What follows belongs to an exercise in optimizing a design on an open flow for small area, a short achievable clock period and few clock cycles; a production flow would make more cautious choices.
In this exercise RTL edits were held to simulation tests only and were not proved equivalent to the original.
Power and IR drop assume default switching activity.

==> 02-23: inputs <==
==> flow/design.v <==
module mips_multicycle_core #(
  parameter logic [31:0] RESET_PC        = 32'h0000_0000,
  parameter bit          HALT_ON_ILLEGAL = 1'b1
) (
  input  logic        clk,
  input  logic        reset_n,
  output logic        mem_req,
  output logic        mem_we,
  output logic [31:0] mem_addr,
  output logic [31:0] mem_wdata,
  input  logic [31:0] mem_rdata,
  input  logic        mem_ready,
  input  logic [4:0]  dbg_addr,
  output logic [31:0] dbg_data,
  output logic [31:0] pc_out,
  output logic [31:0] instr_out,
  output logic [3:0]  state_out,
  output logic        retire,
  output logic        halted
);
  logic [31:2] pc;         
  logic [31:0] ir;         
  logic        ev;         
  logic        ir_ill;     
  logic        pred;       
  logic        mcyc;       
  logic        m_st;       
  logic        m_wr;       
  logic [4:0]  sel_b;      
  logic [31:0] maddr;      
  logic        halt_r;     
  logic        clr;        
  logic [31:0] regs [32];
  logic        d_r, d_mem, d_sw, d_beq, d_wr, d_sub, d_and, d_or, d_slt;
  logic [4:0]  wa;         
  logic [4:0]  sel_a;
  logic [31:0] a, b, simm, sum, res;
  logic        ex, mispred, slt;
  assign simm    = {{16{ir[15]}}, ir[15:0]};
  assign ex      = ev && !mcyc && !ir_ill;
  assign halted  = halt_r || (ev && !mcyc && ir_ill);
  assign sel_a = (halt_r || ir_ill) ? dbg_addr : ir[25:21];
  assign a = regs[sel_a];
  assign b = regs[sel_b];
  assign dbg_data = a;
  assign sum  = a + (d_r ? (d_sub ? ~b : b) : simm) + {31'd0, d_sub};
  assign slt  = (a[31] ^ b[31]) ? a[31] : sum[31];
  assign res  = d_and ? a & b : d_or ? a | b : d_slt ? {31'd0, slt} : sum;
  assign mispred = ex && d_beq && ((a == b) != pred);
  logic [31:2] alt_pc;
  assign alt_pc = pc + (pred ? ~simm[29:0] : simm[29:0]) + {29'd0, pred};
  logic        we;
  logic [4:0]  wsel;
  logic [31:0] wd;
  assign we   = mcyc ? (m_wr && mem_ready) : (ex && d_wr && !d_mem);
  assign wsel = mcyc ? sel_b : wa;
  assign wd   = clr ? 32'd0 : mcyc ? mem_rdata : d_r ? res : sum;
  logic [5:0]  f_op, f_fn;
  logic [4:0]  f_rs, f_rt, f_wa;
  logic        f_r, f_j, f_beq, f_ptk, f_ill, f_ok;
  logic [31:2] f_pc4, f_bt, f_next;
  assign f_op  = mem_rdata[31:26];
  assign f_fn  = mem_rdata[5:0];
  assign f_rs  = mem_rdata[25:21];
  assign f_rt  = mem_rdata[20:16];
  assign f_r   = f_op == 6'h00;
  assign f_j   = f_op == 6'h02;
  assign f_beq = f_op == 6'h04;
  assign f_ptk = f_rs == f_rt || mem_rdata[15];
  assign f_ill = !(f_r || f_op == 6'h23 || f_op == 6'h2B || f_beq || f_op == 6'h08 || f_j) ||
                 (f_r && !(f_fn == 6'h20 || f_fn == 6'h22 || f_fn == 6'h24 || f_fn == 6'h25 ||
                           f_fn == 6'h2A));
  assign f_wa  = (f_r || f_op == 6'h08 || f_op == 6'h23) ? (f_r ? mem_rdata[15:11] : f_rt) : 5'd0;
  assign f_pc4 = pc + 30'd1;
  assign f_bt  = f_pc4 + {{14{mem_rdata[15]}}, mem_rdata[15:0]};
  assign f_next = f_j ? {f_pc4[31:28], mem_rdata[25:0]} : (f_beq && f_ptk) ? f_bt : f_pc4;
  assign f_ok  = !mcyc && !halted && mem_ready && !mispred;
  assign mem_req   = reset_n && !halt_r;
  assign mem_we    = mcyc && m_st;
  assign mem_addr  = mcyc ? maddr : {pc, 2'b00};
  assign mem_wdata = b;
  assign pc_out    = {pc, 2'b00};
  assign instr_out = ir;
  assign state_out = {4{halted}};
  assign retire    = mcyc ? mem_ready : (ex && !d_mem);
  always_ff @(posedge clk or negedge reset_n)
    if (!reset_n) begin
      pc     <= RESET_PC[31:2];
      ev     <= 1'b0;
      ir_ill <= 1'b0;
      mcyc   <= 1'b0;
      halt_r <= 1'b0;
      clr    <= 1'b1;
      sel_b  <= 5'd0;
    end else begin
      clr <= 1'b0;
      if ((ex && d_mem) || (mcyc && mem_ready)) sel_b <= ir[20:16];
      else if (f_ok) sel_b <= f_rt;
      if (halted) halt_r <= 1'b1;
      if (mcyc) begin
        if (mem_ready) mcyc <= 1'b0;
      end else begin
        ev <= f_ok;
        if (ex && d_mem) mcyc <= 1'b1;
        if (f_ok) ir_ill <= f_ill;
        if (mispred) pc <= alt_pc;
        else if (f_ok) pc <= f_next;
      end
    end
  always_ff @(posedge clk) begin
    if (ex && d_mem) begin
      maddr <= sum;
      m_st  <= d_sw;
      m_wr  <= d_wr;
    end
    if (f_ok) begin
      ir    <= mem_rdata;
      pred  <= f_ptk;
      wa    <= f_wa;
      d_r   <= f_r;
      d_mem <= f_op == 6'h23 || f_op == 6'h2B;
      d_sw  <= f_op == 6'h2B;
      d_beq <= f_beq;
      d_wr  <= f_wa != 5'd0 && !f_ill;
      d_sub <= f_r && f_fn[1];
      d_and <= f_r && f_fn[2:0] == 3'b100;
      d_or  <= f_r && f_fn[2:0] == 3'b101;
      d_slt <= f_r && f_fn[3];
    end
  end
  assign regs[0] = 32'd0;
  for (genvar i = 1; i < 32; i++) begin : g_reg
    always_ff @(posedge clk)
      if (clr || (we && wsel == 5'(i))) regs[i] <= wd;
  end
endmodule
==> flow/flow/run.sh <==
#!/bin/bash
# The standard layout flow (standard.sh), with the port buffers that buffer_ports
# inserts made of plain buffers (sky130_fd_sc_hd__buf_4) instead of the delay cells it
# picks by default. Full tool output goes to standard.log.
set -o pipefail
export BUFFER_PORTS_ARGS="-buffer_cell sky130_fd_sc_hd__buf_4"
bash standard.sh finish > standard.log 2>&1
==> flow/standard.sh <==
#!/bin/bash
# synth_recipe.tcl (not shown) runs the flow's synth.tcl, then flattens the netlist and writes it again
# the make line also repeats each setting of config.mk as NAME=value (left out here)
make -C /OpenROAD-flow-scripts/flow DESIGN_CONFIG=/design/flow/config.mk WORK_HOME=/design/flow/orfs CLKGATE_MAP_FILE= SYNTH_SCRIPT=/design/flow/synth_recipe.tcl "${@:-finish}"
==> flow/config.mk <==
export PLATFORM = sky130hd
export DESIGN_NAME = mips_multicycle_core
export DESIGN_NICKNAME = mips_multicycle_core
export VERILOG_FILES = /design/flow/design.v
export SDC_FILE = /design/flow/constraint.sdc
export NUM_CORES = 4
export LEC_CHECK = 0
export CAP_MARGIN = 30
export CELL_PAD_IN_SITES_DETAIL_PLACEMENT = 1
export CELL_PAD_IN_SITES_GLOBAL_PLACEMENT = 2
export CORE_MARGIN = 2
export CORE_UTILIZATION = 45
export CTS_BUF_LIST = sky130_fd_sc_hd__clkbuf_8 sky130_fd_sc_hd__clkbuf_16
export CTS_CLUSTER_DIAMETER = 70
export CTS_CLUSTER_SIZE = 25
export PLACE_DENSITY = 0.6
export SETUP_SLACK_MARGIN = 4.0
export SLEW_MARGIN = 30
export TNS_END_PERCENT = 10
==> flow/constraint.sdc <==
create_clock -name core_clock -period 10.0 [get_ports {clk}]
set_input_delay 2.0000 -clock core_clock [delete_from_list [all_inputs] [get_ports {clk}]]
set_output_delay 2.0000 -clock core_clock [all_outputs]
set_load 0.01 [all_outputs]
==> 06-05 (differences from 02-23) <==
==> flow/design.v, changed modules only <==
module mips_multicycle_core #(
  parameter logic [31:0] RESET_PC        = 32'h0000_0000,
  parameter bit          HALT_ON_ILLEGAL = 1'b1
) (
  input  logic        clk,
  input  logic        reset_n,
  output logic        mem_req,
  output logic        mem_we,
  output logic [31:0] mem_addr,
  output logic [31:0] mem_wdata,
  input  logic [31:0] mem_rdata,
  input  logic        mem_ready,
  input  logic [4:0]  dbg_addr,
  output logic [31:0] dbg_data,
  output logic [31:0] pc_out,
  output logic [31:0] instr_out,
  output logic [3:0]  state_out,
  output logic        retire,
  output logic        halted
);
  logic [31:2] pc;         
  logic [31:0] ir;         
  logic        ev;         
  logic        ir_ill;     
  logic        pred;       
  logic [31:0] a, b;       
  logic        halt_r;     
  logic        clr;        
  logic [31:0] regs [32];
  logic        d_r, d_mem, d_sw, d_beq, d_wr, d_sub, d_and, d_or, d_slt;
  logic [4:0]  wa;         
  logic [31:0] simm, ea, rsum, res;
  logic        ex, e_mem, mispred, slt;
  assign simm    = {{16{ir[15]}}, ir[15:0]};
  assign ex      = ev && !ir_ill;
  assign e_mem   = ev && d_mem;
  assign halted  = halt_r || (ev && ir_ill);
  assign ea   = a + simm;
  assign rsum = a + (d_sub ? ~b : b) + {31'd0, d_sub};
  assign slt  = (a[31] ^ b[31]) ? a[31] : rsum[31];
  assign res  = d_and ? a & b : d_or ? a | b : d_slt ? {31'd0, slt} : rsum;
  assign mispred = ex && d_beq && ((a == b) != pred);
  logic [31:2] alt_pc;
  assign alt_pc = pc + (pred ? ~simm[29:0] : simm[29:0]) + {29'd0, pred};
  logic        we;
  logic [31:0] wd;
  assign we = ev && d_wr && (!d_mem || mem_ready);
  assign wd = clr ? 32'd0 : d_mem ? mem_rdata : d_r ? res : ea;
  logic [5:0]  f_op, f_fn;
  logic [4:0]  f_rs, f_rt, f_wa, sel_a;
  logic        f_r, f_j, f_beq, f_ptk, f_ill, f_ok;
  logic [31:2] f_pc4, f_bt, f_next;
  logic [31:0] ra, rb;
  assign f_op  = mem_rdata[31:26];
  assign f_fn  = mem_rdata[5:0];
  assign f_rs  = mem_rdata[25:21];
  assign f_rt  = mem_rdata[20:16];
  assign f_r   = f_op == 6'h00;
  assign f_j   = f_op == 6'h02;
  assign f_beq = f_op == 6'h04;
  assign f_ptk = f_rs == f_rt || mem_rdata[15];
  assign f_ill = !(f_r || f_op == 6'h23 || f_op == 6'h2B || f_beq || f_op == 6'h08 || f_j) ||
                 (f_r && !(f_fn == 6'h20 || f_fn == 6'h22 || f_fn == 6'h24 || f_fn == 6'h25 ||
                           f_fn == 6'h2A));
  assign f_wa  = (f_r || f_op == 6'h08 || f_op == 6'h23) ? (f_r ? mem_rdata[15:11] : f_rt) : 5'd0;
  assign f_pc4 = pc + 30'd1;
  assign f_bt  = f_pc4 + {{14{mem_rdata[15]}}, mem_rdata[15:0]};
  assign f_next = f_j ? {f_pc4[31:28], mem_rdata[25:0]} : (f_beq && f_ptk) ? f_bt : f_pc4;
  assign f_ok  = !e_mem && !halted && mem_ready && !mispred;
  assign sel_a = (halt_r || ir_ill) ? dbg_addr : f_rs;
  assign ra = regs[sel_a];
  assign rb = regs[f_rt];
  assign dbg_data = ra;
  assign mem_req   = reset_n && !halt_r;
  assign mem_we    = e_mem && d_sw;
  assign mem_addr  = e_mem ? ea : {pc, 2'b00};
  assign mem_wdata = b;
  assign pc_out    = {pc, 2'b00};
  assign instr_out = ir;
  assign state_out = {4{halted}};
  assign retire    = ex && (!d_mem || mem_ready);
  always_ff @(posedge clk or negedge reset_n)
    if (!reset_n) begin
      pc     <= RESET_PC[31:2];
      ev     <= 1'b0;
      ir_ill <= 1'b0;
      halt_r <= 1'b0;
      clr    <= 1'b1;
    end else begin
      clr <= 1'b0;
      if (halted) halt_r <= 1'b1;
      ev <= f_ok || (e_mem && !mem_ready);
      if (f_ok) ir_ill <= f_ill;
      if (mispred) pc <= alt_pc;
      else if (f_ok) pc <= f_next;
    end
  always_ff @(posedge clk)
    if (f_ok) begin
      ir    <= mem_rdata;
      pred  <= f_ptk;
      a     <= (clr || (we && wa == f_rs)) ? wd : ra;
      b     <= (clr || (we && wa == f_rt)) ? wd : rb;
      wa    <= f_wa;
      d_r   <= f_r;
      d_mem <= f_op == 6'h23 || f_op == 6'h2B;
      d_sw  <= f_op == 6'h2B;
      d_beq <= f_beq;
      d_wr  <= f_wa != 5'd0 && !f_ill;
      d_sub <= f_r && f_fn[1];
      d_and <= f_r && f_fn[2:0] == 3'b100;
      d_or  <= f_r && f_fn[2:0] == 3'b101;
      d_slt <= f_r && f_fn[3];
    end
  assign regs[0] = 32'd0;
  for (genvar i = 1; i < 32; i++) begin : g_reg
    always_ff @(posedge clk)
      if (clr || (we && wa == 5'(i))) regs[i] <= wd;
  end
endmodule
--- a/flow/config.mk
+++ b/flow/config.mk
@@ -10,9 +10,7 @@
 export CELL_PAD_IN_SITES_GLOBAL_PLACEMENT = 2
 export CORE_MARGIN = 2
 export CORE_UTILIZATION = 45
-export CTS_BUF_LIST = sky130_fd_sc_hd__clkbuf_8 sky130_fd_sc_hd__clkbuf_16
-export CTS_CLUSTER_DIAMETER = 70
-export CTS_CLUSTER_SIZE = 25
+export CTS_BUF_LIST = sky130_fd_sc_hd__clkbuf_4 sky130_fd_sc_hd__clkbuf_8
 export PLACE_DENSITY = 0.6
 export SETUP_SLACK_MARGIN = 4.0
 export SLEW_MARGIN = 30
==> flow_results.xml <==
<?xml version="1.0" encoding="UTF-8"?>
<metrics>
  <group name="yosys">
    <metric name="syn_area" unit="sq mm">0.0549</metric>
    <metric name="synth_adder_area_share" unit="%">3.55</metric>
    <metric name="synth_area_per_cell" unit="sq um">12.6</metric>
    <metric name="synth_area_in_simple_gates" unit="%">9.12</metric>
    <metric name="post_synth_mux_area_share" unit="%">1.39</metric>
  </group>
  <group name="final_layout">
    <metric name="clockNetworkAreaShare" unit="%">4.23</metric>
  </group>
  <group name="status">
    <metric name="run_status" unit="">timing/DRC/antenna clean</metric>
  </group>
  <group name="power">
    <metric name="power.largest_group" unit="">combinational logic</metric>
  </group>
  <group name="worst_setup_path">
    <metric name="timing.critical_path.arrival" unit="ns">7.32</metric>
  </group>
</metrics>
# the run above: 02-23

==> flow_results.xml <==
<?xml version="1.0" encoding="UTF-8"?>
<metrics>
  <group name="status">
    <metric name="run_status" unit="">timing/DRC/antenna clean</metric>
  </group>
  <group name="yosys">
    <metric name="syn_area" unit="sq mm">0.0571</metric>
    <metric name="post_synth_mux_area_share" unit="%">0.675</metric>
    <metric name="synth_area_per_cell" unit="sq um">12.6</metric>
  </group>
  <group name="final_layout">
    <metric name="clockNetworkAreaShare" unit="%">5.23</metric>
  </group>
  <group name="power">
    <metric name="power.largest_group" unit="">sequential cells</metric>
  </group>
  <group name="worst_setup_path">
    <metric name="timing.critical_path.arrival" unit="ns">4.45</metric>
  </group>
</metrics>
# the run above: 06-05

Testbench counts of 02-23, summed over its fixed seeds: cycles 22,519.
Testbench counts of 06-05, summed over its fixed seeds: cycles 22,519.

-- afterwards: timing with drivers on the ports --
In the flow no input, the clock included, has a driving cell. The finished layouts below were timed again as built, in two steps. Step 1 (the two cells are an assumption about what drives the block):
set clk [get_ports {clk}]
set_driving_cell -lib_cell sky130_fd_sc_hd__clkbuf_16 $clk
set_driving_cell -lib_cell sky130_fd_sc_hd__buf_2 [delete_from_list [all_inputs] $clk]
Step 2 adds t to the input delays and takes it off the output delays; t is the mean of the earliest and latest rising clock arrival at the registers after step 1. Input paths then give back, and output paths get back, about the clock's delay inside the block. Three values: ideal ports, drivers, drivers and shift; two values: the first two.
run | t (ns) | setup slack, ns | worst hold slack (ns)
02-23 | 0.776 | 3.238 / 3.254 / 2.491 | 0.425 / 0.425 / 0.425
06-05 | 1.031 | 3.553 / 3.501 / 3.501 | 0.661 / 0.661 / 0.661
After both steps setup and hold are still met in every run listed. For 02-23, which loses most, drivers alone change the setup slack by +0.016 ns; drivers and shift together by -0.747 ns.
